Source: an optimization exercise on an open RTL-to-GDS flow (aim: small area). Production flows keep margins and buffers that such runs may drop.
Function was checked by simulation only, so behaviour that the tests miss may differ from the original.
Power is estimated from default activity; no workload was simulated.

File: design/flow/config.mk
export PLATFORM = sky130hd
export DESIGN_NAME = gemm_result_collector
export DESIGN_NICKNAME = gemm_result_collector
export VERILOG_FILES = /design/flow/design.v
export SDC_FILE = /design/flow/constraint.sdc
export NUM_CORES = 4
export LEC_CHECK = 0
export CAP_MARGIN = 20
export CORE_MARGIN = 2
export CORE_UTILIZATION = 40
export SLEW_MARGIN = 20
File: design/flow/constraint.sdc
create_clock -name core_clock -period 5.0 [get_ports {clk}]
set_input_delay 1.0000 -clock core_clock [delete_from_list [all_inputs] [get_ports {clk}]]
set_output_delay 1.0000 -clock core_clock [all_outputs]
set_load 0.01 [all_outputs]
File: design/flow/design.v
package gemm_pkg;
  localparam int DATA_WIDTH     = 32;
  localparam int LATENCY        = 5;
  localparam int K_TILES        = 4;
  localparam int COLS           = 8;
  localparam int FIFO_DEPTH     = 4;
  localparam int ISSUES_PER_ROW = COLS * K_TILES;
  typedef logic [DATA_WIDTH-1:0] data_t;
  typedef logic [COLS-1:0][DATA_WIDTH-1:0] row_t;
  function automatic int clog2_min1(input int n);
    if (n > 1) clog2_min1 = $clog2(n);
    else       clog2_min1 = 1;
  endfunction
endpackage
module result_row_fifo #(
  parameter int DW    = gemm_pkg::DATA_WIDTH,
  parameter int COLS  = gemm_pkg::COLS,
  parameter int DEPTH = gemm_pkg::FIFO_DEPTH
) (
  input  logic                 clk,
  input  logic                 rst,
  input  logic                 wen,
  input  logic [((COLS > 1) ? $clog2(COLS) : 1)-1:0] wcol,
  input  logic                 push,
  input  logic                 pop,
  input  logic [DW-1:0]        din,
  output logic                 empty,
  output logic [COLS*DW-1:0]   head
);
  localparam int AW = (DEPTH > 1) ? $clog2(DEPTH) : 1;
  localparam int CW = (COLS > 1) ? $clog2(COLS) : 1;
  logic [COLS*DW-1:0] ring [DEPTH];
  logic [AW:0]        wr_ptr, rd_ptr;
  logic [AW-1:0]      ph, pend_slot, hpos;
  logic [CW-1:0]      pend_col;
  logic [DW-1:0]      pend;
  logic               pend_vld, inj, bypass;
  assign empty = (wr_ptr == rd_ptr);
  assign pend_col  = wcol - 1'b1;
  assign pend_slot = wr_ptr[AW-1:0] - AW'(wcol == '0);
  assign inj       = pend_vld && (AW'(pend_slot + ph) == AW'(DEPTH-1));
  assign hpos      = AW'(rd_ptr[AW-1:0] + ph);
  assign bypass    = pend_vld && (wcol == '0) && (pend_slot == rd_ptr[AW-1:0]);
  always_comb begin
    head = ring[0];
    for (int p = 1; p < DEPTH; p++)
      if (hpos == AW'(p)) head = ring[p];
    if (bypass) head[(COLS-1)*DW +: DW] = pend;
  end
  always_ff @(posedge clk) begin
    if (rst) begin
      wr_ptr   <= '0;
      rd_ptr   <= '0;
      ph       <= '0;
      pend_vld <= 1'b0;
    end else begin
      if (push) wr_ptr <= wr_ptr + 1'b1;
      if (pop) rd_ptr <= rd_ptr + 1'b1;
      ph <= ph + 1'b1;
      if (wen) pend_vld <= 1'b1;
      else if (inj) pend_vld <= 1'b0;
    end
  end
  always_ff @(posedge clk) begin
    if (wen) pend <= din;
  end
  always_ff @(posedge clk) begin
    for (int p = 1; p < DEPTH; p++) ring[p] <= ring[p-1];
    for (int c = 0; c < COLS; c++)
      ring[0][c*DW +: DW] <= (inj && pend_col == CW'(c)) ? pend : ring[DEPTH-1][c*DW +: DW];
  end
endmodule
module gemm_result_collector #(
  parameter int DATA_WIDTH = gemm_pkg::DATA_WIDTH,
  parameter int LATENCY    = gemm_pkg::LATENCY,
  parameter int K_TILES    = gemm_pkg::K_TILES,
  parameter int COLS       = gemm_pkg::COLS,
  parameter int FIFO_DEPTH = gemm_pkg::FIFO_DEPTH
) (
  input  logic                       clk,
  input  logic                       rst,
  input  logic                       issue_valid,
  output logic                       issue_ready,
  input  logic [DATA_WIDTH-1:0]      ipu_data_in,
  output logic                       row_valid,
  input  logic                       row_ready,
  output logic [COLS*DATA_WIDTH-1:0] row_data
);
  localparam int ROW_ISSUES = COLS * K_TILES;
  localparam int IW  = (ROW_ISSUES > 1) ? $clog2(ROW_ISSUES) : 1;
  localparam int KW  = (K_TILES > 1) ? $clog2(K_TILES) : 1;
  localparam int CW  = (COLS > 1) ? $clog2(COLS) : 1;
  localparam int CRW = $clog2(FIFO_DEPTH + 1);
  logic [LATENCY-1:0] vld_pipe;
  logic [IW-1:0]      issue_cnt;
  logic [CRW-1:0]     credits;
  logic [KW-1:0]      k;
  logic [CW-1:0]      col;
  logic [DATA_WIDTH-1:0] acc, elem;
  logic               fire, reserve, tail, elem_done, push, pop, empty;
  assign issue_ready = !rst && (credits != '0 || issue_cnt != '0);
  assign fire        = issue_valid && issue_ready;
  assign reserve     = fire && (issue_cnt == '0);
  assign tail        = vld_pipe[LATENCY-1];
  assign elem        = ipu_data_in + ((k == '0) ? '0 : acc);
  assign elem_done   = tail && (k == KW'(K_TILES-1));
  assign push        = elem_done && (col == CW'(COLS-1));
  assign row_valid   = !empty;
  assign pop         = row_valid && row_ready;
  always_ff @(posedge clk) begin
    if (rst) begin
      vld_pipe  <= '0;
      issue_cnt <= '0;
      credits   <= CRW'(FIFO_DEPTH);
      k         <= '0;
      col       <= '0;
    end else begin
      vld_pipe <= LATENCY'({vld_pipe, fire});
      if (fire) issue_cnt <= issue_cnt + 1'b1;
      if (reserve && !pop)      credits <= credits - 1'b1;
      else if (pop && !reserve) credits <= credits + 1'b1;
      if (tail) begin
        k <= k + 1'b1;
        if (elem_done) col <= col + 1'b1;
      end
    end
  end
  always_ff @(posedge clk) begin
    if (tail) acc <= elem;
  end
  result_row_fifo #(.DW(DATA_WIDTH), .COLS(COLS), .DEPTH(FIFO_DEPTH)) u_fifo (
    .clk   (clk),
    .rst   (rst),
    .wen   (elem_done),
    .wcol  (col),
    .push  (push),
    .pop   (pop),
    .din   (elem),
    .empty (empty),
    .head  (row_data)
  );
endmodule
File: design/flow/run.sh
#!/bin/bash
# synth_recipe.tcl (not shown) runs the flow's synth.tcl, then flattens the netlist and writes it again
# the make line also repeats each setting of config.mk as NAME=value (left out here)
make -C /OpenROAD-flow-scripts/flow DESIGN_CONFIG=/design/flow/config.mk WORK_HOME=/design/flow/orfs CLKGATE_MAP_FILE= SYNTH_SCRIPT=/design/flow/synth_recipe.tcl finish
==> out/metrics.csv, run 1 <==
metric,value,unit
clock transition at the registers of the reported paths,60,ps
Synth Instances,2173,
storage element area,23000,um2
remaining max-slew budget at the tightest pin,0.265,
register-to-register setup slack,1180,ps
insertion delay to the later sink of the worst-skew pair,680,ps
cell area power density,412,nW/um2
"wirelength, routed",83000,um
Finished Cell Area,43200,um2
clock net sink count,1115,
Finish-stage setup viols,0,
maximum clock frequency,0.210,GHz
peak supply drop,0.297,mV
minimum clock period after layout,4770,ps
fraction of registers with async set/reset,0,
fraction of post-synthesis cell area in the top cell type by area,0.596,
die span in y,301,um
synthesized netlist net count,2259,
number of synthesized flops with an enable pin,64,
Ports,294,
post-synthesis average cell area,16.2,um2
Yosys top cell by area,sky130_fd_sc_hd__dfxtp_1,
multi-input combinational cell area,11800,um2
num rows,108,
global-route wire length before repair,128000,um
primary flip-flop cell chosen by synthesis mapping,sky130_fd_sc_hd__dfxtp_1,
summed negative setup slack over all endpoints,0,ps
Hold Slack,336,ps
Max Fanout on Critical Path,32,
sequential area share after synthesis,0.650,
maximum number of pins on one net before global-route repair,73,
startpoint kind of the worst setup timing path,flop,
worst hold path startpoint,u_fifo.ring[2][203]$_DFF_P_,
path type of the worst setup path,reg2out,
CP max-delay cell,sky130_fd_sc_hd__clkdlybuf4s50_1,
Worst path most repeated cell,sky130_fd_sc_hd__ha_1,
clock buffer depth,3,
buffers inserted during post-CTS setup optimization,0,
residual overflow from global routing,0,
share of final-layout standard cells stronger than drive strength 1,0.293,
mapped cell area,35300,um2
area of the die,90700,um2
Critical Path AT,3770,ps
Filler Cell Count,7330,
routed len/inst,22.1,um
setup repair after global routing missed its margin,false,
logic depth of the worst register-to-register path,12,
capture endpoint of the worst hold path,u_fifo.ring[3][203]$_DFF_P_,
post-layout net count,2597,
critical register-to-register path endpoint,u_fifo.pend[24]$_DFFE_PP_,
number of H-tree branching levels,3,
post-synthesis to final-layout area growth,22.3,%
antenna violations before repair,17,
Floorplan Core Area,87200,um2
run status,timing/DRC/antenna clean,
Post-DP HPWL,54200,um
vias per cell,5.07,
Static Leak,16.7,nW
path class of the lowest-slack min-delay path,reg2reg,
master cell of the clock root buffer,sky130_fd_sc_hd__clkbuf_16,
routed vias,19000,
max-slew violation total from the final report,0,
total routing usage reported by global routing,0.184,
critical path required time,4000,ps
flop and latch count out of synthesis,1115,
router iterations before antenna repair,5,
post-synth cell types,47,
cts bufs inserted,110,
weighted congestion at the end of routability-driven global placement,0.862,
Post-Route Skew,13.8,ps
instance count along the most critical hold path,0,
Power Total,17.8,mW
Reg2Reg Launch Point,k[0]$_SDFFE_PP0P_,
first-iteration detailed-routing DRC count,908,
via count of the first global-routing pass,20500,
placement-stage cell area,39600,um2
Final Hold Fails,0,
Initial Util,0.405,
critical path capture point type,output pin,
Port Buffers,293,
count of synthesis-stage warnings from yosys,3,
leading cell types by total area after synthesis,"sky130_fd_sc_hd__dfxtp_1 60%, sky130_fd_sc_hd__mux4_2 16%, sky130_fd_sc_hd__mux2_2 9.2%",
Die Wd,301,um
residual DRC count,0,
post-route fraction of the period consumed by the critical path,0.954,
stage delay of the slowest cell on the critical path,530,ps
post-route worst setup slack,230,ps
DP Worst Slack,756,ps
slew at the pin with the worst max-slew slack,1100,ps
cell-by-cell trace of the critical path,"inv_1, ha_1, nor2b_1, ha_1, xor2_1, xnor2_1, and4_2, buf_8, mux2_2, clkdlybuf4s50_1",
clock tree from TritonCTS,yes,
Maximum Capacitance Violations,0,
number of nets still failing antenna checks after routing,0,
cells in the mapped netlist (all sizes together) (6+ instances only):
master / count
nand3: 9
edfxtp: 64
nor2: 36
a21o: 13
nand2: 50
nand4: 7
xnor2: 33
buf: 57
dfxtp: 1051
o21ai: 22
nand2b: 6
inv: 20
nor2b: 39
nor3: 7
clkbuf: 44
mux2: 288
xor2: 21
a21oi: 44
ha: 48
mux4: 256
cell type report:
cell class                 instances  share of cell area
timing repair buffer             327              0.0770
multi-input combinational        937               0.272
tap                             1155              0.0335
inverter                          20             0.00174
clock inverter                    36             0.00742
antenna                            1           0.0000580
clock buffer                     166              0.0762
sequential                      1115               0.532
what timing repair did:
action | CTS | global route
resized for setup | 1 | 3
setup endpoints to repair | 1 | 3
hold buffers | 0 | 0
per-stage QoR:
stage | utilization | cells
CTS | 0.495 | 3756
finish | 0.495 | 3757
floorplan | - | 2173
detailed placement | 0.454 | 3554
global placement | 0.454 | 3553
global route | 0.495 | 3756
critical path, delay by kind of cell (launching register included):
kind	cells	cell delay (ps)
muxes	1	430
DFF	1	340
adders and majority gates	2	450
buffers and inverters	3	960
and+or+nand+nor	2	500
xor gates and xnor gates	2	410
state kept, by name (all words and copies together), names as in the netlist, 3 cells and up:
signal,cells
vld_pipe,5
u_fifo.ring,1024
u_fifo.rd_ptr,3
issue_cnt,5
acc,32
u_fifo.pend,32
credits,3
u_fifo.wr_ptr,3
col,3
worst max-delay path by stage:
stage	slack [ps]	start	cells after the start	to
floorplan	1560	col[0]$_SDFFE_PP0P_	10	row_data[225]
global placement	850	col[0]$_SDFFE_PP0P_	10	row_data[254]
detailed placement	760	col[0]$_SDFFE_PP0P_	10	row_data[254]
CTS	110	col[0]$_SDFFE_PP0P_	10	row_data[254]
global route	20	col[0]$_SDFFE_PP0P_	10	row_data[254]
finish	230	col[0]$_SDFFE_PP0P_	10	row_data[254]
power by group:
part / internal (mW) / switching (mW)
clock network: 4.74 / 3.37
registers: 9.02 / 0.0258
logic: 0.309 / 0.326
logic make-up (layout without fill, tap and decap cells):
logic type               Yosys count  count (layout)  share of synthesized area
flip-flops                      1115            1115                      0.650
multiplexers                     548             548                      0.256
AND/OR/NAND/NOR                  170             170                     0.0238
buffers and inverters            121             549                     0.0179
AO/OA/AOI/OAI                    115             115                     0.0201
XOR/XNOR                          54              54                     0.0134
adder cells (fa/ha/maj)           50              50                     0.0181
other                              0               1                          0
per-layer routing:
| metal | part of all wire | global-route usage |
|---|---|---|
| met3 | 0.049 | 0.0398 |
| met1 | 0.45 | 0.250 |
| met5 | 0.00095 | 0 |
| met4 | 0.022 | 0.0493 |
| met2 | 0.48 | 0.300 |
cells in the final DEF, fill, tap and decap left out, types with 4 or more instances in the layout:
cell                              instances
sky130_fd_sc_hd__nand2_2                  8
sky130_fd_sc_hd__nor2b_1                 39
sky130_fd_sc_hd__a21oi_1                 44
sky130_fd_sc_hd__buf_4                   22
sky130_fd_sc_hd__bufinv_16                4
sky130_fd_sc_hd__mux4_2                 256
sky130_fd_sc_hd__a21o_1                  13
sky130_fd_sc_hd__nor2_1                  36
sky130_fd_sc_hd__dfxtp_1               1051
sky130_fd_sc_hd__nor3_1                   7
sky130_fd_sc_hd__clkinv_2                22
sky130_fd_sc_hd__nand2b_1                 6
sky130_fd_sc_hd__mux2_2                 288
sky130_fd_sc_hd__mux2i_1                  4
sky130_fd_sc_hd__o21ai_0                 22
sky130_fd_sc_hd__clkdlybuf4s50_1        293
sky130_fd_sc_hd__clkbuf_8                22
sky130_fd_sc_hd__and2_1                   5
sky130_fd_sc_hd__clkbuf_1                29
sky130_fd_sc_hd__clkbuf_16              115
sky130_fd_sc_hd__o21a_1                   5
sky130_fd_sc_hd__and3_1                   5
sky130_fd_sc_hd__buf_12                  10
sky130_fd_sc_hd__xnor2_1                 32
sky130_fd_sc_hd__nand3_1                  9
sky130_fd_sc_hd__inv_1                   20
sky130_fd_sc_hd__o211ai_1                 5
sky130_fd_sc_hd__nand2_1                 42
sky130_fd_sc_hd__nand4_1                  7
sky130_fd_sc_hd__ha_1                    47
sky130_fd_sc_hd__xor2_1                  21
sky130_fd_sc_hd__a211oi_1                 5
sky130_fd_sc_hd__edfxtp_1                64
==> run 2, diff against run 1 <==
==> design/flow/flow/run.sh (new file) <==
#!/bin/bash
set -euo pipefail
export BUFFER_PORTS_ARGS="-buffer_cell sky130_fd_sc_hd__buf_1"
export CTS_ARGS="-sink_clustering_enable -repair_clock_nets -dont_use_dummy_load"
bash standard.sh finish > flow.log 2>&1
==> design/flow/standard.sh (new file) <==
#!/bin/bash
# synth_recipe.tcl (not shown) runs the flow's synth.tcl, then flattens the netlist and writes it again
# the make line also repeats each setting of config.mk as NAME=value (left out here)
make -C /OpenROAD-flow-scripts/flow DESIGN_CONFIG=/design/flow/config.mk WORK_HOME=/design/flow/orfs CLKGATE_MAP_FILE= SYNTH_SCRIPT=/design/flow/synth_recipe.tcl "${@:-finish}"
removed: design/flow/run.sh
==> run 2 against run 1 <==
Effect of this change:
- sequential share of layout area rose by 3.7 points
- highest routed layer is now met4
- via count is 0.89% lower
- synthesized area is the same
- final cell count down 2.5%
- total power shrank 7.4%
- first-iteration DRC count increased by 3.2%
- largest power group unchanged
- routed wire length increased by 0.78%
- clock skew is 54 ps higher
- critical path depth did not move
- non-clock buffer count shrank 5
- die area did not move
- critical endpoint is now row_data[251]
- global-route usage increased by 0.091 points
==> out/metrics.csv, run 2 <==
metric,value,unit
run status,timing/DRC/antenna clean,
routed len/inst,22.8,um
number of nets still failing antenna checks after routing,0,
synthesized netlist net count,2259,
path type of the worst setup path,reg2out,
residual DRC count,0,
weighted congestion at the end of routability-driven global placement,0.875,
Max Fanout on Critical Path,20,
Static Leak,15.6,nW
clock tree from TritonCTS,yes,
clock buffer depth,3,
post-layout net count,2591,
CP max-delay cell,sky130_fd_sc_hd__mux2_2,
multi-input combinational cell area,11800,um2
startpoint kind of the worst setup timing path,flop,
post-route fraction of the period consumed by the critical path,0.940,
register containing the most flip-flops in the final layout,u_fifo.ring,
Filler Cell Count,7556,
number of H-tree branching levels,3,
Finish-stage setup viols,0,
Final Hold Fails,0,
largest family of logic cells by synthesized area,multiplexers,
remaining max-slew budget at the tightest pin,0.263,
Floorplan Core Area,87200,um2
cts bufs inserted,109,
global-route wire length before repair,127000,um
"wirelength, routed",83600,um
"flip-flop count of the largest register, all copies and words added",1024,
internal cell power,13.1,mW
Worst path most repeated cell,sky130_fd_sc_hd__ha_1,
flop and latch count out of synthesis,1115,
vias per cell,5.15,
setup repair after global routing missed its margin,false,
first-iteration detailed-routing DRC count,937,
insertion delay to the later sink of the worst-skew pair,680,ps
share of the synthesized area in compound gates (AO/OA/AOI/OAI),0.0201,
router iterations before antenna repair,5,
maximum clock frequency,0.213,GHz
Ports,294,
critical path capture point type,output pin,
Synth Instances,2173,
parity-gate share of the synthesized area counting xor and xnor cells,0.0134,
primary flip-flop cell chosen by synthesis mapping,sky130_fd_sc_hd__dfxtp_1,
fraction of registers with async set/reset,0,
storage element area,23000,um2
number of gates resized after cts,0,
Post-DP HPWL,55200,um
path class of the lowest-slack min-delay path,reg2reg,
total routing usage reported by global routing,0.185,
logic depth of the worst register-to-register path,12,
Initial Util,0.405,
buffers inserted during post-CTS setup optimization,0,
switching power as a share of total power,0.206,
mapped cell area,35300,um2
summed negative setup slack over all endpoints,0,ps
via count of the first global-routing pass,20400,
number of synthesized flops with an enable pin,64,
fraction of post-synthesis cell area in the top cell type by area,0.596,
Critical Path AT,3700,ps
"commonest cells after routing, fill and taps aside","1051 x sky130_fd_sc_hd__dfxtp_1, 293 x sky130_fd_sc_hd__buf_1, 288 x sky130_fd_sc_hd__mux2_2",
area share of fa/ha/maj cells after synthesis,0.0181,
portion of netlist area occupied by mux cells,0.256,
routed vias,18900,
area of the die,90700,um2
num rows,108,
antenna violations before repair,13,
clock transition at the registers of the reported paths,60,ps
net switching power,3.40,mW
Post-Route Skew,67.8,ps
die span in y,301,um
critical path required time,4000,ps
peak supply drop,0.314,mV
max-slew violation total from the final report,0,
maximum number of pins on one net before global-route repair,83,
cell-by-cell trace of the critical path,"inv_1, ha_1, nor2b_1, ha_1, xor2_1, xnor2_1, and4_4, buf_4, mux2_2, buf_1",
instance count along the most critical hold path,0,
part of the total power dissipated in sequential elements,0.549,
post-synth cell types,47,
most common library cell in the layout ignoring fill and taps,sky130_fd_sc_hd__dfxtp_1,
leading cell types by total area after synthesis,"sky130_fd_sc_hd__dfxtp_1 60%, sky130_fd_sc_hd__mux4_2 16%, sky130_fd_sc_hd__mux2_2 9.2%",
slew at the pin with the worst max-slew slack,1100,ps
Post-synth top cells,"1051 x sky130_fd_sc_hd__dfxtp_1, 288 x sky130_fd_sc_hd__mux2_2, 256 x sky130_fd_sc_hd__mux4_2",
biggest regs,"u_fifo.ring (1024), acc (32), u_fifo.pend (32)",
clock net sink count,1115,
post-synthesis average cell area,16.2,um2
post-cts hold buffer count,0,
leading cell type by number of instances after synthesis,sky130_fd_sc_hd__dfxtp_1,
placement-stage cell area,37600,um2
count of synthesis-stage warnings from yosys,3,
Maximum Capacitance Violations,0,
clock share of power,0.415,
master cell of the clock root buffer,sky130_fd_sc_hd__clkbuf_16,
minimum clock period after layout,4700,ps
Finished Cell Area,40400,um2
cell area power density,408,nW/um2
stage delay of the slowest cell on the critical path,440,ps
simple-gate area share of the yosys netlist,0.0238,
sequential area share after synthesis,0.650,
combinational power share,0.036,
residual overflow from global routing,0,
Yosys top cell by area,sky130_fd_sc_hd__dfxtp_1,
Die Wd,301,um
post-synthesis to final-layout area growth,14.3,%
Port Buffers,293,
share of final-layout standard cells stronger than drive strength 1,0.277,
run 2: cell counts after synthesis:
No cell type changed its count.
run 2: cell type report:
type	count	share of cell area
multi-input cells	937	0.292
inverters	20	0.00186
repair buffers	322	0.0342
clock buffers	109	0.0676
well taps	1155	0.0358
diodes	4	0.000248
flip-flops and latches	1115	0.569
run 2: power by group through the flow:
| stage | logic [mW] | registers (mW) | clock network (mW) |
|---|---|---|---|
| 2_1_floorplan | 0.476 | 9.23 | 0 |
| 4_1_cts | 0.615 | 9.04 | 7.05 |
| 6_report | 0.596 | 9.05 | 6.84 |
| 5_1_grt | 0.651 | 9.04 | 7.39 |
| 3_3_place_gp | 0.606 | 9.23 | 0 |
| 3_5_place_dp | 0.614 | 9.24 | 0 |
run 2: per-stage QoR:
| stage | setup WS (ps) | utilization | power (mW) | hold WS [ps] | std cells |
|---|---|---|---|---|---|
| 6_report | 301 | 0.463 | 16.5 | 286 | 3662 |
| 5_1_grt | 73.1 | 0.463 | 17.1 | 290 | 3658 |
| 4_1_cts | 170 | 0.463 | 16.7 | 275 | 3658 |
| 3_5_place_dp | 866 | 0.432 | 9.85 | 331 | 3549 |
| 3_3_place_gp | 931 | 0.432 | 9.84 | 329 | 3549 |
| 2_1_floorplan | 1560 | - | 9.71 | 326 | 2173 |
run 2: kinds of logic (layout without fill, tap and decap cells):
kind of cell	Yosys count	in the layout
DFF	1115	1115
buffers and inverters	121	451
other	0	4
AOI/OAI and AO/OA	115	115
adders and majority gates	50	50
xor gates and xnor gates	54	54
and+or+nand+nor	170	170
muxes	548	548
run 2: path summary, 6_finish.rpt:
| check | startpoint | endpoint | slack (ps) |
|---|---|---|---|
| worst max-delay path | col[0]$_SDFFE_PP0P_ | row_data[251] | 300 |
| worst min-delay path | u_fifo.ring[0][12]$_DFF_P_ | u_fifo.ring[1][12]$_DFF_P_ | 290 |
| worst max register to register | col[0]$_SDFFE_PP0P_ | u_fifo.ring[0][239]$_DFF_P_ | 1110 |
| worst min register to register | u_fifo.ring[0][12]$_DFF_P_ | u_fifo.ring[1][12]$_DFF_P_ | 290 |
run 2: worst max-delay path, delay by kind of cell, from the launching register on:
kind                       cells  cell delay (ps)
buffers and inverters          3              680
and+or+nand+nor                2              670
xor gates and xnor gates       2              430
muxes                          1              440
adders and majority gates      2              480
DFF                            1              340
run 2: routing by layer:
metal / wire, um / part of all wire / vias to the layer above / global-route usage
li1: - / - / 8553 / -
met1: 37300 / 0.45 / 9726 / 0.249
met2: 39400 / 0.47 / 464 / 0.299
met3: 5000 / 0.060 / 123 / 0.0442
met4: 1930 / 0.023 / 0 / 0.0528
met5: 0 / 0 / - / 0
==> run 3, diff against run 2 <==
==> design/flow/flow/run.sh (replaced) <==
#!/bin/bash
set -euo pipefail
export BUFFER_PORTS_ARGS="-buffer_cell sky130_fd_sc_hd__buf_1"
export CTS_ARGS="-sink_clustering_enable -repair_clock_nets -dont_use_dummy_load -buf_list {sky130_fd_sc_hd__clkbuf_4 sky130_fd_sc_hd__clkbuf_8}"
bash standard.sh finish > flow.log 2>&1
==> run 3 against run 2 <==
Effect of this change:
- combinational power hardly changed
- hold slack worse by 12 ps
- still clean on timing, DRC and antenna
- synthesized cell count stayed put
- global-route usage is 0.26 points higher
- critical endpoint unchanged
- highest routed layer is now met5
- first-iteration DRC count is 11% higher
==> out/metrics.csv, run 3 <==
metric,value,unit
run status,timing/DRC/antenna clean,
maximum number of pins on one net before global-route repair,83,
path class of the lowest-slack min-delay path,reg2reg,
Max Fanout on Critical Path,20,
Initial Util,0.405,
first-iteration detailed-routing DRC count,1036,
Ports,294,
residual overflow from global routing,0,
Reg2Reg Launch Point,col[1]$_SDFFE_PP0P_,
Maximum Capacitance Violations,0,
critical register-to-register path endpoint,u_fifo.ring[0][239]$_DFF_P_,
logic depth of the worst register-to-register path,12,
weighted congestion at the end of routability-driven global placement,0.875,
Post-synth top cells,"1051 x sky130_fd_sc_hd__dfxtp_1, 288 x sky130_fd_sc_hd__mux2_2, 256 x sky130_fd_sc_hd__mux4_2",
post-synth cell types,47,
peak supply drop,0.224,mV
maximum clock frequency,0.215,GHz
Floorplan Core Area,87200,um2
insertion delay to the later sink of the worst-skew pair,840,ps
Post-DP HPWL,55200,um
buffers inserted during post-CTS setup optimization,0,
storage element area,23000,um2
worst hold path startpoint,u_fifo.ring[2][101]$_DFF_P_,
num rows,108,
synthesized netlist net count,2259,
biggest regs,"u_fifo.ring (1024), acc (32), u_fifo.pend (32)",
clock buffer depth,3,
vias per cell,5.14,
router iterations before antenna repair,6,
Filler Cell Count,7631,
"commonest cells after routing, fill and taps aside","1051 x sky130_fd_sc_hd__dfxtp_1, 293 x sky130_fd_sc_hd__buf_1, 288 x sky130_fd_sc_hd__mux2_2",
Static Leak,15.5,nW
max-slew violation total from the final report,0,
number of nets still failing antenna checks after routing,0,
global-route wire length before repair,128000,um
critical path capture point type,output pin,
leading cell type by number of instances after synthesis,sky130_fd_sc_hd__dfxtp_1,
cts bufs inserted,177,
DP Worst Slack,866,ps
Port Buffers,293,
path type of the worst setup path,reg2out,
routed len/inst,22.6,um
primary flip-flop cell chosen by synthesis mapping,sky130_fd_sc_hd__dfxtp_1,
residual DRC count,0,
remaining max-slew budget at the tightest pin,0.263,
"flip-flop count of the largest register, all copies and words added",1024,
most common library cell in the layout ignoring fill and taps,sky130_fd_sc_hd__dfxtp_1,
share of final-layout standard cells stronger than drive strength 1,0.296,
critical path required time,4000,ps
sequential area share after synthesis,0.650,
antenna violations before repair,16,
slew at the pin with the worst max-slew slack,1100,ps
Post-Route Skew,103,ps
multi-input combinational cell area,11800,um2
number of H-tree branching levels,4,
flop and latch count out of synthesis,1115,
register containing the most flip-flops in the final layout,u_fifo.ring,
Die Wd,301,um
setup repair after global routing missed its margin,false,
register-to-register setup slack,1160,ps
clock transition at the registers of the reported paths,50,ps
stage delay of the slowest cell on the critical path,420,ps
post-route fraction of the period consumed by the critical path,0.928,
leading cell types by total area after synthesis,"sky130_fd_sc_hd__dfxtp_1 60%, sky130_fd_sc_hd__mux4_2 16%, sky130_fd_sc_hd__mux2_2 9.2%",
instance count along the most critical hold path,0,
via count of the first global-routing pass,20900,
"wirelength, routed",84300,um
mapped cell area,35300,um2
summed negative setup slack over all endpoints,0,ps
master cell of the clock root buffer,sky130_fd_sc_hd__clkbuf_8,
Critical Path AT,3640,ps
die span in y,301,um
clock tree from TritonCTS,yes,
post-cts hold buffer count,0,
Final Hold Fails,0,
CP max-delay cell,sky130_fd_sc_hd__mux2_2,
cell-by-cell trace of the critical path,"inv_1, ha_1, nor2b_1, ha_1, xor2_1, xnor2_1, and4_4, buf_6, mux2_2, buf_1",
clock net sink count,1115,
cell area power density,394,nW/um2
post-synthesis to final-layout area growth,13.6,%
Yosys top cell by area,sky130_fd_sc_hd__dfxtp_1,
count of synthesis-stage warnings from yosys,3,
area of the die,90700,um2
Worst path most repeated cell,sky130_fd_sc_hd__ha_1,
number of synthesized flops with an enable pin,64,
post-layout net count,2659,
post-synthesis average cell area,16.2,um2
routed vias,19200,
fraction of post-synthesis cell area in the top cell type by area,0.596,
startpoint kind of the worst setup timing path,flop,
capture endpoint of the worst hold path,u_fifo.ring[3][101]$_DFF_P_,
first element of the critical path,col[0]$_SDFFE_PP0P_,
minimum clock period after layout,4640,ps
total routing usage reported by global routing,0.188,
Synth Instances,2173,
Finish-stage setup viols,0,
fraction of registers with async set/reset,0,
post-route worst setup slack,358,ps
==> run 3: cell counts after synthesis <==
No cell type changed its count.
==> run 3: worst max-delay path by stage <==
stage / endpoint / cells after the start
2_1_floorplan: row_data[225] / 10
3_3_place_gp: row_data[217] / 7
3_5_place_dp: row_data[217] / 7
4_1_cts: row_data[251] / 10
5_1_grt: row_data[251] / 10
6_report: row_data[251] / 10
==> run 3: logic make-up (layout without fill, tap and decap cells) <==
group / after synthesis / after routing / synth area share
adders and majority gates: 50 / 50 / 0.0181
and+or+nand+nor: 170 / 170 / 0.0238
muxes: 548 / 548 / 0.256
DFF: 1115 / 1115 / 0.650
other: 0 / 3 / 0
buffers and inverters: 121 / 519 / 0.0179
AOI/OAI and AO/OA: 115 / 115 / 0.0201
xor gates and xnor gates: 54 / 54 / 0.0134
==> run 3: where the power goes <==
group | total, mW | switching, mW | internal (mW)
combinational | 0.598 | 0.333 | 0.264
sequential | 9.05 | 0.0253 | 9.03
clock | 6.15 | 3.05 | 3.10
total | 15.8 | 3.41 | 12.4
==> run 3: through the flow <==
| stage | utilization | hold slack, ps | instance area (um2) | power (mW) | instances |
|---|---|---|---|---|---|
| 3_3_place_gp | 0.432 | 329 | 37600 | 9.84 | 3549 |
| 2_1_floorplan | - | 326 | 35300 | 9.71 | 2173 |
| 4_1_cts | 0.460 | 262 | 40100 | 16.1 | 3726 |
| 6_report | 0.460 | 274 | 40100 | 15.8 | 3729 |
| 3_5_place_dp | 0.432 | 331 | 37600 | 9.85 | 3549 |
| 5_1_grt | 0.460 | 267 | 40100 | 16.5 | 3727 |
==> run 3: routing by layer <==
layer / track usage / vias up / part of all wire
met5: 0 / - / 0.00015
met4: 0.0640 / 2 / 0.022
met3: 0.0499 / 150 / 0.062
met2: 0.299 / 547 / 0.47
met1: 0.248 / 9813 / 0.44
li1: - / 8667 / -
==> run 3: area by class of cell <==
cell class                      count  share of cell area
Clock buffer                      177              0.0608
Multi-Input combinational cell    937               0.294
Timing Repair Buffer              322              0.0345
Inverter                           20             0.00187
Antenna cell                        3            0.000187
Tap cell                         1155              0.0360
Sequential cell                  1115               0.573
==> run 3: repair_timing <==
action / CTS / global route
endpoints found under the setup margin: 1 / 20
gates resized for setup: 1 / 2
endpoints found under the hold margin: 0 / 0
==> run 3: worst max-delay path: cells and delay by family (launching register included) <==
family	cells	cell delay (ps)
simple gates	2	650
buf+inv	3	580
fa+ha+maj	2	470
mux	1	420
xor+xnor	2	410
flops	1	330
==> run 4, diff against run 3 <==
--- a/design/flow/config.mk
+++ b/design/flow/config.mk
@@ -7,5 +7,5 @@
 export LEC_CHECK = 0
 export CAP_MARGIN = 20
 export CORE_MARGIN = 2
-export CORE_UTILIZATION = 40
+export CORE_UTILIZATION = 65
 export SLEW_MARGIN = 20
==> run 4 against run 3 <==
Effect of this change:
- flip-flop and latch count unchanged
- core utilization up 27 points
- non-clock buffer count down 9
- critical path type unchanged
==> out/metrics.csv, run 4 <==
metric,value,unit
run status,timing/DRC/antenna clean,
Filler Cell Count,3534,
path type of the worst setup path,reg2out,
post-route worst setup slack,387,ps
placement-stage cell area,37000,um2
clock share of power,0.378,
maximum number of pins on one net before global-route repair,90,
Static Leak,15.4,nW
share of final-layout standard cells stronger than drive strength 1,0.290,
leading cell type by number of instances after synthesis,sky130_fd_sc_hd__dfxtp_1,
Power Total,15.5,mW
Reg2Reg Launch Point,col[0]$_SDFFE_PP0P_,
cell area power density,394,nW/um2
antenna violations before repair,5,
"commonest cells after routing, fill and taps aside","1051 x sky130_fd_sc_hd__dfxtp_1, 293 x sky130_fd_sc_hd__buf_1, 288 x sky130_fd_sc_hd__mux2_2",
master cell of the clock root buffer,sky130_fd_sc_hd__clkbuf_8,
"flip-flop count of the largest register, all copies and words added",1024,
internal cell power,12.2,mW
residual DRC count,0,
cts bufs inserted,165,
final core utilization,0.730,
part of the total power dissipated in sequential elements,0.585,
minimum clock period after layout,4610,ps
Initial Util,0.656,
peak supply drop,0.336,mV
Floorplan Core Area,53800,um2
leading cell types by total area after synthesis,"sky130_fd_sc_hd__dfxtp_1 60%, sky130_fd_sc_hd__mux4_2 16%, sky130_fd_sc_hd__mux2_2 9.2%",
critical path capture point type,output pin,
path class of the lowest-slack min-delay path,reg2reg,
critical path required time,4000,ps
register-to-register setup slack,1170,ps
weighted congestion at the end of routability-driven global placement,0.856,
biggest regs,"u_fifo.ring (1024), acc (32), u_fifo.pend (32)",
combinational power share,0.037,
Post-DP HPWL,50100,um
number of nets still failing antenna checks after routing,0,
setup repair after global routing missed its margin,false,
slew at the pin with the worst max-slew slack,1030,ps
residual overflow from global routing,0,
Hold Slack,304,ps
via count of the first global-routing pass,20300,
global-route wire length before repair,118000,um
non-filler instance count after layout,3249,
Yosys top cell by area,sky130_fd_sc_hd__dfxtp_1,
Critical Path AT,3610,ps
number of placed instances with taps included,3081,
mapped cell area,35300,um2
area of the die,56200,um2
number of synthesized flops with an enable pin,64,
clock transition at the registers of the reported paths,70,ps
Finished Cell Area,39300,um2
clock tree from TritonCTS,yes,
primary flip-flop cell chosen by synthesis mapping,sky130_fd_sc_hd__dfxtp_1,
worst hold path startpoint,u_fifo.ring[2][127]$_DFF_P_,
post-synthesis average cell area,16.2,um2
startpoint kind of the worst setup timing path,flop,
routed len/inst,23.6,um
Finish-stage setup viols,0,
Port Buffers,293,
summed negative setup slack over all endpoints,0,ps
register containing the most flip-flops in the final layout,u_fifo.ring,
Max Fanout on Critical Path,32,
Die Wd,237,um
fraction of registers with async set/reset,0,
switching power as a share of total power,0.212,
flop and latch count out of synthesis,1115,
post-route fraction of the period consumed by the critical path,0.923,
logic depth of the worst register-to-register path,12,
Post-Route Skew,59.3,ps
post-synthesis to final-layout area growth,11.3,%
post-cts hold buffer count,0,
first-iteration detailed-routing DRC count,1143,
total routing usage reported by global routing,0.279,
Maximum Capacitance Violations,0,
instance count along the most critical hold path,0,
"wirelength, routed",76500,um
num rows,85,
critical register-to-register path endpoint,u_fifo.ring[0][40]$_DFF_P_,
count of synthesis-stage warnings from yosys,3,
capture endpoint of the worst hold path,u_fifo.ring[3][127]$_DFF_P_,
clock net sink count,1115,
DP Worst Slack,798,ps
Ports,294,
remaining max-slew budget at the tightest pin,0.308,
post-layout net count,2638,
max-slew violation total from the final report,0,
Post-synth top cells,"1051 x sky130_fd_sc_hd__dfxtp_1, 288 x sky130_fd_sc_hd__mux2_2, 256 x sky130_fd_sc_hd__mux4_2",
vias per cell,5.87,
Final Hold Fails,0,
post-synth cell types,47,
most common library cell in the layout ignoring fill and taps,sky130_fd_sc_hd__dfxtp_1,
net switching power,3.28,mW
sequential area share after synthesis,0.650,
maximum clock frequency,0.217,GHz
Synth Instances,2173,
fraction of post-synthesis cell area in the top cell type by area,0.596,
router iterations before antenna repair,5,
clock buffer depth,3,
die span in y,237,um
routed vias,19100,
number of H-tree branching levels,4,
synthesized netlist net count,2259,
insertion delay to the later sink of the worst-skew pair,770,ps
[run 4: cell counts after synthesis]
Identical to the previous run, type by type.
[run 4: worst max-delay path by stage]
stage | start | to | cells after the start
floorplan | col[0]$_SDFFE_PP0P_ | row_data[225] | 10
global placement | u_fifo.rd_ptr[0]$_SDFFE_PP0P_ | row_data[88] | 6
detailed placement | u_fifo.rd_ptr[0]$_SDFFE_PP0P_ | row_data[92] | 6
CTS | col[0]$_SDFFE_PP0P_ | row_data[244] | 9
global route | u_fifo.rd_ptr[0]$_SDFFE_PP0P_ | row_data[88] | 6
finish | col[0]$_SDFFE_PP0P_ | row_data[240] | 9
[run 4: power groups by stage]
stage	clock, mW	sequential, mW	combinational [mW]
after global routing	6.37	9.05	0.624
after floorplan	0	9.23	0.476
final	5.85	9.05	0.570
after CTS	5.98	9.05	0.585
after global placement	0	9.23	0.581
after detailed placement	0	9.24	0.582
[run 4: critical path, cell delays in order, from the launching register on]
cell	delay, ps
sky130_fd_sc_hd__dfxtp_1	360
sky130_fd_sc_hd__inv_1	150
sky130_fd_sc_hd__ha_1	280
sky130_fd_sc_hd__nor2b_1	220
sky130_fd_sc_hd__ha_1	190
sky130_fd_sc_hd__xor2_1	250
sky130_fd_sc_hd__xnor2_1	160
sky130_fd_sc_hd__and4_4	640
sky130_fd_sc_hd__mux2_2	470
sky130_fd_sc_hd__buf_1	150
[run 4: layer usage]
layer | vias up | track usage | part of all wire
met4 | 0 | 0.0915 | 0.019
met2 | 515 | 0.436 | 0.47
met3 | 106 | 0.0554 | 0.056
li1 | 8625 | - | -
met5 | - | 0 | 0
met1 | 9841 | 0.397 | 0.45
[run 4: cells by family after synthesis]
| logic type | synth area share |
|---|---|
| AO/OA/AOI/OAI | 0.0201 |
| XOR/XNOR | 0.0134 |
| adder cells (fa/ha/maj) | 0.0181 |
| multiplexers | 0.256 |
| AND/OR/NAND/NOR | 0.0238 |
| flip-flops | 0.650 |
| buffers and inverters | 0.0179 |
[run 4: cell type report]
cell class	instances	area, um2	area share
diodes	3	7.51	0.000191
flip-flops and latches	1115	23000	0.584
repair buffers	313	1330	0.0337
multi-input cells	937	11800	0.300
inverters	20	75.1	0.00191
clock buffers	165	2270	0.0578
well taps	696	871	0.0222
[run 4: timing repair]
action                                  4_1_cts  5_1_grt
gates cloned                                  0        0
resized for setup                             1        1
endpoints found under the setup margin       28       32
setup buffers                                 0        0
hold endpoints to repair                      0        0
==> run 5, diff against run 4 <==
==> design/flow/flow/run.sh (replaced) <==
#!/bin/bash
set -euo pipefail
export BUFFER_PORTS_ARGS="-buffer_cell sky130_fd_sc_hd__buf_1"
export CTS_ARGS="-sink_clustering_enable -repair_clock_nets -dont_use_dummy_load -sink_clustering_size 25 -sink_clustering_max_diameter 60 -buf_list {sky130_fd_sc_hd__clkbuf_8 sky130_fd_sc_hd__clkbuf_16}"
bash standard.sh finish > flow.log 2>&1
==> run 5 against run 4 <==
Effect of this change:
- still clean on timing, DRC and antenna
- first-iteration DRC count is 10% lower
- final cell count is 3.4% lower
- critical path depth stayed put
- clock-buffer cell count is 109 lower
- total power is 8.1% lower
- synthesized cell count stayed put
- combinational power hardly changed
- register-to-register slack better by 30 ps
- hold slack better by 6.9 ps
- flip-flop and latch count stayed put
- maximum frequency is 2.8% lower
- highest routed layer unchanged
==> out/metrics.csv, run 5 <==
metric,value,unit
run status,timing/DRC/antenna clean,
post-synth cell types,47,
routed len/inst,23.9,um
Yosys top cell by area,sky130_fd_sc_hd__dfxtp_1,
Die Wd,237,um
register-to-register setup slack,1200,ps
Initial Util,0.656,
num rows,85,
post-route fraction of the period consumed by the critical path,0.949,
critical register-to-register path endpoint,u_fifo.ring[0][33]$_DFF_P_,
CP max-delay cell,sky130_fd_sc_hd__and4_2,
setup repair after global routing missed its margin,false,
Filler Cell Count,3607,
critical path required time,4000,ps
clock net sink count,1115,
flop and latch count out of synthesis,1115,
primary flip-flop cell chosen by synthesis mapping,sky130_fd_sc_hd__dfxtp_1,
logic depth of the worst register-to-register path,12,
clock tree from TritonCTS,yes,
Reg2Reg Launch Point,col[0]$_SDFFE_PP0P_,
Synth Instances,2173,
"flip-flop count of the largest register, all copies and words added",1024,
Static Leak,14.9,nW
post-synthesis to final-layout area growth,8.81,%
maximum clock frequency,0.211,GHz
total routing usage reported by global routing,0.269,
area of the die,56200,um2
first-iteration detailed-routing DRC count,1029,
post-layout net count,2529,
startpoint kind of the worst setup timing path,flop,
summed negative setup slack over all endpoints,0,ps
Post-DP HPWL,50100,um
instance count along the most critical hold path,0,
cts bufs inserted,56,
Post-Route Skew,67.9,ps
remaining max-slew budget at the tightest pin,0.300,
number of H-tree branching levels,2,
capture endpoint of the worst hold path,u_fifo.ring[3][127]$_DFF_P_,
Post-synth top cells,"1051 x sky130_fd_sc_hd__dfxtp_1, 288 x sky130_fd_sc_hd__mux2_2, 256 x sky130_fd_sc_hd__mux4_2",
mapped cell area,35300,um2
routed vias,18400,
vias per cell,5.86,
number of synthesized flops with an enable pin,64,
Port Buffers,293,
slew at the pin with the worst max-slew slack,1050,ps
Final Hold Fails,0,
share of final-layout standard cells stronger than drive strength 1,0.259,
weighted congestion at the end of routability-driven global placement,0.856,
minimum clock period after layout,4750,ps
biggest regs,"u_fifo.ring (1024), acc (32), u_fifo.pend (32)",
Ports,294,
fraction of registers with async set/reset,0,
critical path capture point type,output pin,
antenna violations before repair,2,
fraction of post-synthesis cell area in the top cell type by area,0.596,
count of synthesis-stage warnings from yosys,3,
router iterations before antenna repair,5,
Critical Path AT,3750,ps
Maximum Capacitance Violations,0,
peak supply drop,0.339,mV
post-synthesis average cell area,16.2,um2
leading cell type by number of instances after synthesis,sky130_fd_sc_hd__dfxtp_1,
Max Fanout on Critical Path,32,
sequential area share after synthesis,0.650,
synthesized netlist net count,2259,
cell area power density,370,nW/um2
Worst path most repeated cell,sky130_fd_sc_hd__ha_1,
global-route wire length before repair,116000,um
residual overflow from global routing,0,
path type of the worst setup path,reg2out,
register containing the most flip-flops in the final layout,u_fifo.ring,
post-cts hold buffer count,0,
Floorplan Core Area,53800,um2
Power Total,14.2,mW
insertion delay to the later sink of the worst-skew pair,630,ps
stage delay of the slowest cell on the critical path,930,ps
residual DRC count,0,
max-slew violation total from the final report,0,
master cell of the clock root buffer,sky130_fd_sc_hd__clkbuf_16,
number of nets still failing antenna checks after routing,0,
via count of the first global-routing pass,19300,
die span in y,237,um
cell-by-cell trace of the critical path,"inv_1, ha_1, nor2b_1, ha_1, xor2_1, xnor2_1, and4_2, mux2_2, buf_1",
worst hold path startpoint,u_fifo.ring[2][127]$_DFF_P_,
maximum number of pins on one net before global-route repair,90,
Finish-stage setup viols,0,
"wirelength, routed",75000,um
path class of the lowest-slack min-delay path,reg2reg,
"commonest cells after routing, fill and taps aside","1051 x sky130_fd_sc_hd__dfxtp_1, 293 x sky130_fd_sc_hd__buf_1, 288 x sky130_fd_sc_hd__mux2_2",
leading cell types by total area after synthesis,"sky130_fd_sc_hd__dfxtp_1 60%, sky130_fd_sc_hd__mux4_2 16%, sky130_fd_sc_hd__mux2_2 9.2%",
most common library cell in the layout ignoring fill and taps,sky130_fd_sc_hd__dfxtp_1,
clock buffer depth,3,
clock transition at the registers of the reported paths,90,ps
-- run 5: worst max-delay path by stage --
stage                             startpoint            end  slack, ps  cells after the start
6_report                 col[0]$_SDFFE_PP0P_  row_data[242]        250                      9
4_1_cts        u_fifo.rd_ptr[0]$_SDFFE_PP0P_  row_data[119]        110                      6
3_3_place_gp   u_fifo.rd_ptr[0]$_SDFFE_PP0P_   row_data[88]        880                      6
3_5_place_dp   u_fifo.rd_ptr[0]$_SDFFE_PP0P_   row_data[92]        800                      6
5_1_grt                  col[0]$_SDFFE_PP0P_  row_data[240]         30                      9
2_1_floorplan            col[0]$_SDFFE_PP0P_  row_data[225]       1560                     10
-- run 5: kinds of logic (layout without fill, tap and decap cells) --
group | after synthesis | after routing | synth area share
flip-flops | 1115 | 1115 | 0.650
AO/OA/AOI/OAI | 115 | 115 | 0.0201
buffers and inverters | 121 | 389 | 0.0179
multiplexers | 548 | 548 | 0.256
XOR/XNOR | 54 | 54 | 0.0134
adder cells (fa/ha/maj) | 50 | 50 | 0.0181
other | 0 | 1 | 0
AND/OR/NAND/NOR | 170 | 170 | 0.0238
-- run 5: power breakdown --
group,internal (mW),switching [mW],total (mW)
combinational,0.259,0.313,0.572
clock,1.99,2.62,4.61
sequential,9.01,0.0260,9.03
-- run 5: routing by layer --
metal	part of all wire	track usage	routed length, um
met1	0.46	0.394	34600
met2	0.47	0.433	35600
met3	0.048	0.0420	3630
met4	0.016	0.0551	1180
met5	0	0	0
-- run 5: cell type report --
cell class / count / area (um2) / area share
multi-input cells: 937 / 11800 / 0.307
repair buffers: 313 / 1330 / 0.0346
flip-flops and latches: 1115 / 23000 / 0.598
clock buffers: 56 / 1400 / 0.0365
well taps: 696 / 871 / 0.0227
diodes: 1 / 2.50 / 0.0000651
inverters: 20 / 75.1 / 0.00195
-- run 5: timing repair --
action | CTS | global route
gates resized for setup | 0 | 2
buffers inserted | 0 | 0
endpoints found under the setup margin | 0 | 43
-- run 5: through the flow --
stage / util / worst slack, ps / instances / hold WS, ps / cell area, um2
after detailed placement: 0.687 / 798 / 3081 / 331 / 37000
after global placement: 0.687 / 885 / 3080 / 329 / 37000
final: 0.714 / 255 / 3138 / 311 / 38400
after floorplan: - / 1560 / 2173 / 326 / 35300
after global routing: 0.714 / 33.6 / 3137 / 321 / 38400
after CTS: 0.713 / 112 / 3137 / 314 / 38400
-- run 5: worst max-delay path, delay by kind of cell, from the launching register on --
family | cells | cell delay (ps)
buffers and inverters | 2 | 280
muxes | 1 | 480
and+or+nand+nor | 2 | 1100
adders and majority gates | 2 | 470
DFF | 1 | 410
xor gates and xnor gates | 2 | 380
==> run 6, diff against run 5 <==
==> design/flow/flow/run.sh (replaced) <==
#!/bin/bash
set -euo pipefail
export BUFFER_PORTS_ARGS="-buffer_cell sky130_fd_sc_hd__buf_1"
export CTS_ARGS="-sink_clustering_enable -repair_clock_nets -dont_use_dummy_load -sink_clustering_size 30 -sink_clustering_max_diameter 80 -buf_list {sky130_fd_sc_hd__clkbuf_16}"
R=orfs/results/sky130hd/gemm_result_collector/base
bash standard.sh synth > synth.log 2>&1
sed -i 's/\bsky130_fd_sc_hd__mux4_2\b/sky130_fd_sc_hd__mux4_1/g' $R/1_2_yosys.v
rm -f $R/1_synth.odb $R/1_synth.sdc
bash standard.sh finish > flow.log 2>&1
==> run 6 against run 5 <==
Effect of this change:
- final cell count rose by 1.1%
- synthesized area rose by 2.7%
- routed wire length down 0.74%
- non-clock buffer count decreased by 4
- flip-flop and latch count unchanged
- critical endpoint unchanged
- global-route usage down 1.4 points
- via count up 0.85%
==> out/metrics.csv, run 6 <==
metric,value,unit
run status,timing/DRC/antenna clean,
area of the die,57700,um2
maximum clock frequency,0.217,GHz
router iterations before antenna repair,5,
Final Hold Fails,0,
routed vias,18500,
share of final-layout standard cells stronger than drive strength 1,0.148,
Finish-stage setup viols,0,
Synth Instances,2173,
residual overflow from global routing,0,
critical register-to-register path endpoint,u_fifo.pend[28]$_DFFE_PP_,
clock share of power,0.301,
post-cts hold buffer count,0,
Reg2Reg Launch Point,k[0]$_SDFFE_PP0P_,
count of synthesis-stage warnings from yosys,3,
via count of the first global-routing pass,18900,
storage element area,23000,um2
path class of the lowest-slack min-delay path,reg2reg,
master cell of the clock root buffer,sky130_fd_sc_hd__clkbuf_16,
number of H-tree branching levels,2,
total routing usage reported by global routing,0.255,
post-layout net count,2514,
post-synthesis to final-layout area growth,7.95,%
internal cell power,10.9,mW
Post-DP HPWL,49700,um
Port Buffers,293,
cts bufs inserted,45,
insertion delay to the later sink of the worst-skew pair,620,ps
num rows,86,
cell area power density,350,nW/um2
Initial Util,0.658,
maximum number of pins on one net before global-route repair,87,
post-synthesis average cell area,16.7,um2
Floorplan Core Area,55100,um2
number of nets still failing antenna checks after routing,0,
Ports,294,
Critical Path AT,3600,ps
residual DRC count,0,
setup repair after global routing missed its margin,false,
"commonest cells after routing, fill and taps aside","1051 x sky130_fd_sc_hd__dfxtp_1, 293 x sky130_fd_sc_hd__buf_1, 288 x sky130_fd_sc_hd__mux2_2",
peak supply drop,0.339,mV
worst hold path startpoint,u_fifo.ring[0][200]$_DFF_P_,
clock net sink count,1115,
summed negative setup slack over all endpoints,0,ps
number of gates resized after cts,0,
Static Leak,16.7,nW
synthesized netlist net count,2259,
register containing the most flip-flops in the final layout,u_fifo.ring,
most common library cell in the layout ignoring fill and taps,sky130_fd_sc_hd__dfxtp_1,
antenna violations before repair,8,
Max Fanout on Critical Path,32,
switching power as a share of total power,0.205,
remaining max-slew budget at the tightest pin,0.263,
Maximum Capacitance Violations,0,
startpoint kind of the worst setup timing path,flop,
register-to-register setup slack,1150,ps
slew at the pin with the worst max-slew slack,1110,ps
path type of the worst setup path,reg2out,
Post-Route Skew,62.3,ps
number of diodes added for antenna fixing,0,
global-route wire length before repair,111000,um
multi-input combinational cell area,12700,um2
die span in y,240,um
Die Wd,240,um
part of the total power dissipated in sequential elements,0.660,
critical path capture point type,output pin,
clock transition at the registers of the reported paths,100,ps
instance count along the most critical hold path,0,
critical path required time,4000,ps
first-iteration detailed-routing DRC count,1169,
capture endpoint of the worst hold path,u_fifo.ring[1][200]$_DFF_P_,
post-route fraction of the period consumed by the critical path,0.920,
net switching power,2.81,mW
logic depth of the worst register-to-register path,12,
combinational power share,0.039,
clock tree from TritonCTS,yes,
Filler Cell Count,3710,
final core utilization,0.711,
max-slew violation total from the final report,0,
minimum clock period after layout,4600,ps
mapped cell area,36300,um2
buffers inserted during post-CTS setup optimization,0,
vias per cell,5.84,
weighted congestion at the end of routability-driven global placement,0.878,
clock buffer depth,3,
routed len/inst,23.5,um
"flip-flop count of the largest register, all copies and words added",1024,
"wirelength, routed",74400,um
biggest regs,"u_fifo.ring (1024), acc (32), u_fifo.pend (32)",
[run 6: cell count changes in the layout (fill, tap and decap cells not counted)]
| cell | delta |
|---|---|
| sky130_fd_sc_hd__clkbuf_16 | -11 |
| sky130_fd_sc_hd__nand2_4 | -3 |
| sky130_fd_sc_hd__nand2_2 | +3 |
| sky130_fd_sc_hd__mux4_2 | -256 |
| sky130_fd_sc_hd__diode_2 | -1 |
| sky130_fd_sc_hd__buf_4 | -6 |
| sky130_fd_sc_hd__buf_12 | +2 |
| sky130_fd_sc_hd__xnor2_2 | +1 |
| sky130_fd_sc_hd__buf_6 | -1 |
| sky130_fd_sc_hd__buf_16 | +1 |
| sky130_fd_sc_hd__xnor2_4 | -1 |
| sky130_fd_sc_hd__mux4_1 | +256 |
[run 6: layer usage]
metal | GRT usage | wire [um] | part of all wire | vias up
met5 | 0 | 13 | 0.00017 | -
met4 | 0.0653 | 1820 | 0.024 | 2
met3 | 0.0442 | 3810 | 0.051 | 98
met2 | 0.417 | 35400 | 0.48 | 396
met1 | 0.357 | 33400 | 0.45 | 9421
li1 | - | - | - | 8628
[run 6: worst max-delay path by stage]
stage               slack (ps)       endpoint  cells after the start                start
finish                     400  row_data[242]                      9  col[0]$_SDFFE_PP0P_
floorplan                 1560  row_data[225]                     10  col[0]$_SDFFE_PP0P_
CTS                        380  row_data[242]                      9  col[0]$_SDFFE_PP0P_
global route               180  row_data[238]                      9  col[0]$_SDFFE_PP0P_
global placement          1160  row_data[235]                      9  col[0]$_SDFFE_PP0P_
detailed placement        1060  row_data[242]                      9  col[0]$_SDFFE_PP0P_
[run 6: area by class of cell]
class	count	area share
tap	748	0.0239
inverter	20	0.00192
clock buffer	45	0.0288
timing repair buffer	309	0.0342
multi-input combinational	937	0.325
sequential	1115	0.586
[run 6: metrics by stage]
stage | cells | area (um2) | hold WS, ps | power (mW) | setup slack [ps]
floorplan | 2173 | 36300 | 323 | 9.66 | 1560
global placement | 3128 | 38000 | 325 | 9.77 | 1160
detailed placement | 3129 | 38000 | 327 | 9.77 | 1060
CTS | 3174 | 39200 | 311 | 13.8 | 383
global route | 3174 | 39200 | 312 | 14.1 | 179
finish | 3174 | 39200 | 308 | 13.7 | 402
[run 6: power by group through the flow]
stage	clock (mW)	sequential, mW	combinational, mW
4_1_cts	4.22	9.03	0.539
3_5_place_dp	0	9.24	0.537
3_3_place_gp	0	9.23	0.534
5_1_grt	4.51	9.04	0.565
6_report	4.12	9.03	0.533
2_1_floorplan	0	9.23	0.428
[run 6: worst max-delay path, cell delays in order (launching register included)]
cell and delay [ps]:
sky130_fd_sc_hd__dfxtp_1 350, sky130_fd_sc_hd__inv_1 150, sky130_fd_sc_hd__ha_1 230, sky130_fd_sc_hd__nor2b_1 200, sky130_fd_sc_hd__ha_1 180, sky130_fd_sc_hd__xor2_1 250, sky130_fd_sc_hd__xnor2_1 150, sky130_fd_sc_hd__and4_2 890
sky130_fd_sc_hd__mux2_2 420, sky130_fd_sc_hd__buf_1 130
==> run 7, diff against run 6 <==
==> design/flow/flow/run.sh (replaced) <==
#!/bin/bash
set -euo pipefail
export BUFFER_PORTS_ARGS="-buffer_cell sky130_fd_sc_hd__buf_1"
export CTS_ARGS="-sink_clustering_enable -repair_clock_nets -dont_use_dummy_load -sink_clustering_size 30 -sink_clustering_max_diameter 80 -buf_list {sky130_fd_sc_hd__clkbuf_16}"
bash standard.sh finish > flow.log 2>&1
==> run 7 against run 6 <==
Effect of this change:
- sequential share of layout area up 1.5 points
- first-iteration DRC count down 3.2%
- flip-flop and latch count unchanged
- highest routed layer is now met4
- largest power group unchanged
==> out/metrics.csv, run 7 <==
metric,value,unit
flop and latch count out of synthesis,1115,
internal cell power,10.9,mW
vias per cell,5.87,
fraction of post-synthesis cell area in the top cell type by area,0.596,
combinational power share,0.041,
router iterations before antenna repair,4,
path type of the worst setup path,reg2out,
summed negative setup slack over all endpoints,0,ps
"flip-flop count of the largest register, all copies and words added",1024,
path class of the lowest-slack min-delay path,reg2reg,
peak supply drop,0.265,mV
Final Hold Fails,0,
setup repair after global routing missed its margin,false,
post-synthesis to final-layout area growth,8.08,%
max-slew violation total from the final report,0,
largest family of logic cells by synthesized area,multiplexers,
Maximum Capacitance Violations,0,
insertion delay to the later sink of the worst-skew pair,620,ps
capture endpoint of the worst hold path,u_fifo.ring[2][33]$_DFF_P_,
clock share of power,0.302,
clock transition at the registers of the reported paths,100,ps
weighted congestion at the end of routability-driven global placement,0.856,
biggest regs,"u_fifo.ring (1024), acc (32), u_fifo.pend (32)",
switching power as a share of total power,0.208,
first-iteration detailed-routing DRC count,1132,
routed vias,18400,
parity-gate share of the synthesized area counting xor and xnor cells,0.0134,
Yosys top cell by area,sky130_fd_sc_hd__dfxtp_1,
Post-Route Skew,78.6,ps
post-layout net count,2519,
global-route wire length before repair,115000,um
number of placed instances with taps included,3081,
post-synthesis average cell area,16.2,um2
instance count along the most critical hold path,0,
master cell of the clock root buffer,sky130_fd_sc_hd__clkbuf_16,
clock buffer depth,3,
synthesized netlist net count,2259,
non-filler instance count after layout,3129,
register-to-register setup slack,1110,ps
Post-synth top cells,"1051 x sky130_fd_sc_hd__dfxtp_1, 288 x sky130_fd_sc_hd__mux2_2, 256 x sky130_fd_sc_hd__mux4_2",
multi-input combinational cell area,11800,um2
Critical Path AT,3730,ps
share of final-layout standard cells stronger than drive strength 1,0.255,
via count of the first global-routing pass,19100,
Die Wd,237,um
slew at the pin with the worst max-slew slack,1060,ps
Port Buffers,293,
"wirelength, routed",74500,um
number of H-tree branching levels,2,
primary flip-flop cell chosen by synthesis mapping,sky130_fd_sc_hd__dfxtp_1,
residual overflow from global routing,0,
number of nets still failing antenna checks after routing,0,
part of the total power dissipated in sequential elements,0.657,
critical register-to-register path endpoint,u_fifo.ring[0][34]$_DFF_P_,
logic depth of the worst register-to-register path,12,
critical path capture point type,output pin,
routed len/inst,23.8,um
net switching power,2.87,mW
share of the synthesized area in compound gates (AO/OA/AOI/OAI),0.0201,
antenna violations before repair,5,
critical path required time,4000,ps
register containing the most flip-flops in the final layout,u_fifo.ring,
number of synthesized flops with an enable pin,64,
maximum number of pins on one net before global-route repair,90,
remaining max-slew budget at the tightest pin,0.289,
residual DRC count,0,
minimum clock period after layout,4730,ps
cts bufs inserted,45,
Initial Util,0.656,
maximum clock frequency,0.211,GHz
Ports,294,
startpoint kind of the worst setup timing path,flop,
mapped cell area,35300,um2
count of synthesis-stage warnings from yosys,3,
sequential area share after synthesis,0.650,
storage element area,23000,um2
leading cell types by total area after synthesis,"sky130_fd_sc_hd__dfxtp_1 60%, sky130_fd_sc_hd__mux4_2 16%, sky130_fd_sc_hd__mux2_2 9.2%",
area share of fa/ha/maj cells after synthesis,0.0181,
cell area power density,361,nW/um2
portion of netlist area occupied by mux cells,0.256,
total routing usage reported by global routing,0.268,
Post-DP HPWL,50100,um
area of the die,56200,um2
die span in y,237,um
clock tree from TritonCTS,yes,
Synth Instances,2173,
Max Fanout on Critical Path,89,
Floorplan Core Area,53800,um2
Reg2Reg Launch Point,col[0]$_SDFFE_PP0P_,
post-cts hold buffer count,0,
"commonest cells after routing, fill and taps aside","1051 x sky130_fd_sc_hd__dfxtp_1, 293 x sky130_fd_sc_hd__buf_1, 288 x sky130_fd_sc_hd__mux2_2",
most common library cell in the layout ignoring fill and taps,sky130_fd_sc_hd__dfxtp_1,
fraction of registers with async set/reset,0,
Static Leak,14.8,nW
Power Total,13.8,mW
num rows,85,
Finish-stage setup viols,0,
leading cell type by number of instances after synthesis,sky130_fd_sc_hd__dfxtp_1,
Filler Cell Count,3624,
post-route fraction of the period consumed by the critical path,0.946,
simple-gate area share of the yosys netlist,0.0238,
clock net sink count,1115,
worst hold path startpoint,u_fifo.ring[1][33]$_DFF_P_,
run status,timing/DRC/antenna clean,
post-synth cell types,47,
## run 7: how the worst max path moves through the flow
stage                         end  slack [ps]                     startpoint  cells past startpoint
finish               row_data[14]         270  u_fifo.rd_ptr[0]$_SDFFE_PP0P_                      6
global route        row_data[236]           2  u_fifo.rd_ptr[0]$_SDFFE_PP0P_                      7
CTS                 row_data[119]         140  u_fifo.rd_ptr[0]$_SDFFE_PP0P_                      6
detailed placement   row_data[92]         800  u_fifo.rd_ptr[0]$_SDFFE_PP0P_                      6
global placement     row_data[88]         880  u_fifo.rd_ptr[0]$_SDFFE_PP0P_                      6
floorplan           row_data[225]        1560            col[0]$_SDFFE_PP0P_                     10
## run 7: cell families (layout without fill, tap and decap cells)
| kind of cell | Yosys count | count (layout) |
|---|---|---|
| AND/OR/NAND/NOR | 170 | 170 |
| flip-flops | 1115 | 1115 |
| adder cells (fa/ha/maj) | 50 | 50 |
| multiplexers | 548 | 548 |
| other | 0 | 2 |
| AO/OA/AOI/OAI | 115 | 115 |
| buffers and inverters | 121 | 379 |
| XOR/XNOR | 54 | 54 |
## run 7: power groups by stage
stage / logic [mW] / clock network, mW / registers [mW]
floorplan: 0.476 / 0 / 9.23
global placement: 0.581 / 0 / 9.23
detailed placement: 0.582 / 0 / 9.24
CTS: 0.585 / 4.23 / 9.04
global route: 0.625 / 4.56 / 9.04
finish: 0.570 / 4.15 / 9.04
## run 7: layout make-up
type | count | share of cell area
sequential | 1115 | 0.602
multi-input combinational | 937 | 0.308
timing repair buffer | 314 | 0.0355
clock buffer | 45 | 0.0295
tap | 696 | 0.0228
inverter | 20 | 0.00197
antenna | 2 | 0.000131
## run 7: routing by layer
metal  up-vias  GRT usage  share of wire
li1       8383          -              -
met1      9571      0.398           0.47
met2       343      0.428           0.47
met3        73     0.0342          0.042
met4         0     0.0583          0.019
met5         -          0              0
## run 7: stage by stage
| stage | utilization | cell area [um2] | hold slack [ps] | worst slack, ps |
|---|---|---|---|---|
| global placement | 0.687 | 37000 | 329 | 885 |
| global route | 0.709 | 38200 | 268 | 1.50 |
| CTS | 0.708 | 38100 | 273 | 139 |
| finish | 0.709 | 38200 | 274 | 268 |
| detailed placement | 0.687 | 37000 | 331 | 798 |
| floorplan | - | 35300 | 326 | 1560 |
## run 7: worst max-delay path: stages, from the launching register on
cell                      delay (ps)
sky130_fd_sc_hd__dfxtp_1         510
sky130_fd_sc_hd__ha_4            180
sky130_fd_sc_hd__xor2_1           80
sky130_fd_sc_hd__xnor2_2         820
sky130_fd_sc_hd__buf_12          520
sky130_fd_sc_hd__mux4_2          590
sky130_fd_sc_hd__buf_1           210
## run 7: timing repair
item / in CTS / in global routing
gates resized for setup: 0 / 2
setup endpoints to repair: 0 / 42
buffers inserted: 0 / 0

static timing again, ports no longer ideal:
In the flow no input, the clock included, has a driving cell. The finished layouts below were timed again as built, in two steps.
Step 1 assumes that a clkbuf_16 drives the clock port and a buf_2 every other input.
Step 2 also shifts input and output timing later by t, the mid clock arrival at the registers, as if the neighbouring blocks saw the same clock.
a / b / c = ideal ports / drivers / drivers and shift; a / b = the first two.
run | t, ns | setup slack, ns | slew at the worst register clock pin (ns) | cell pins on the clock port's net
run 1 | 0.735 | 0.230 / 0.163 / 0.796 | 0.06 / 0.06 | 1
run 2 | 0.711 | 0.301 / 0.236 / 0.947 | 0.06 / 0.06 | 1
run 3 | 0.840 | 0.358 / 0.295 / 1.134 | 0.06 / 0.06 | 1
run 4 | 0.809 | 0.387 / 0.323 / 0.991 | 0.07 / 0.07 | 1
run 5 | 0.670 | 0.255 / 0.193 / 0.863 | 0.10 / 0.10 | 1
run 6 | 0.647 | 0.402 / 0.342 / 0.988 | 0.11 / 0.11 | 1
run 7 | 0.639 | 0.268 / 0.203 / 0.842 | 0.11 / 0.11 | 1
After both steps every run listed still meets setup and hold.
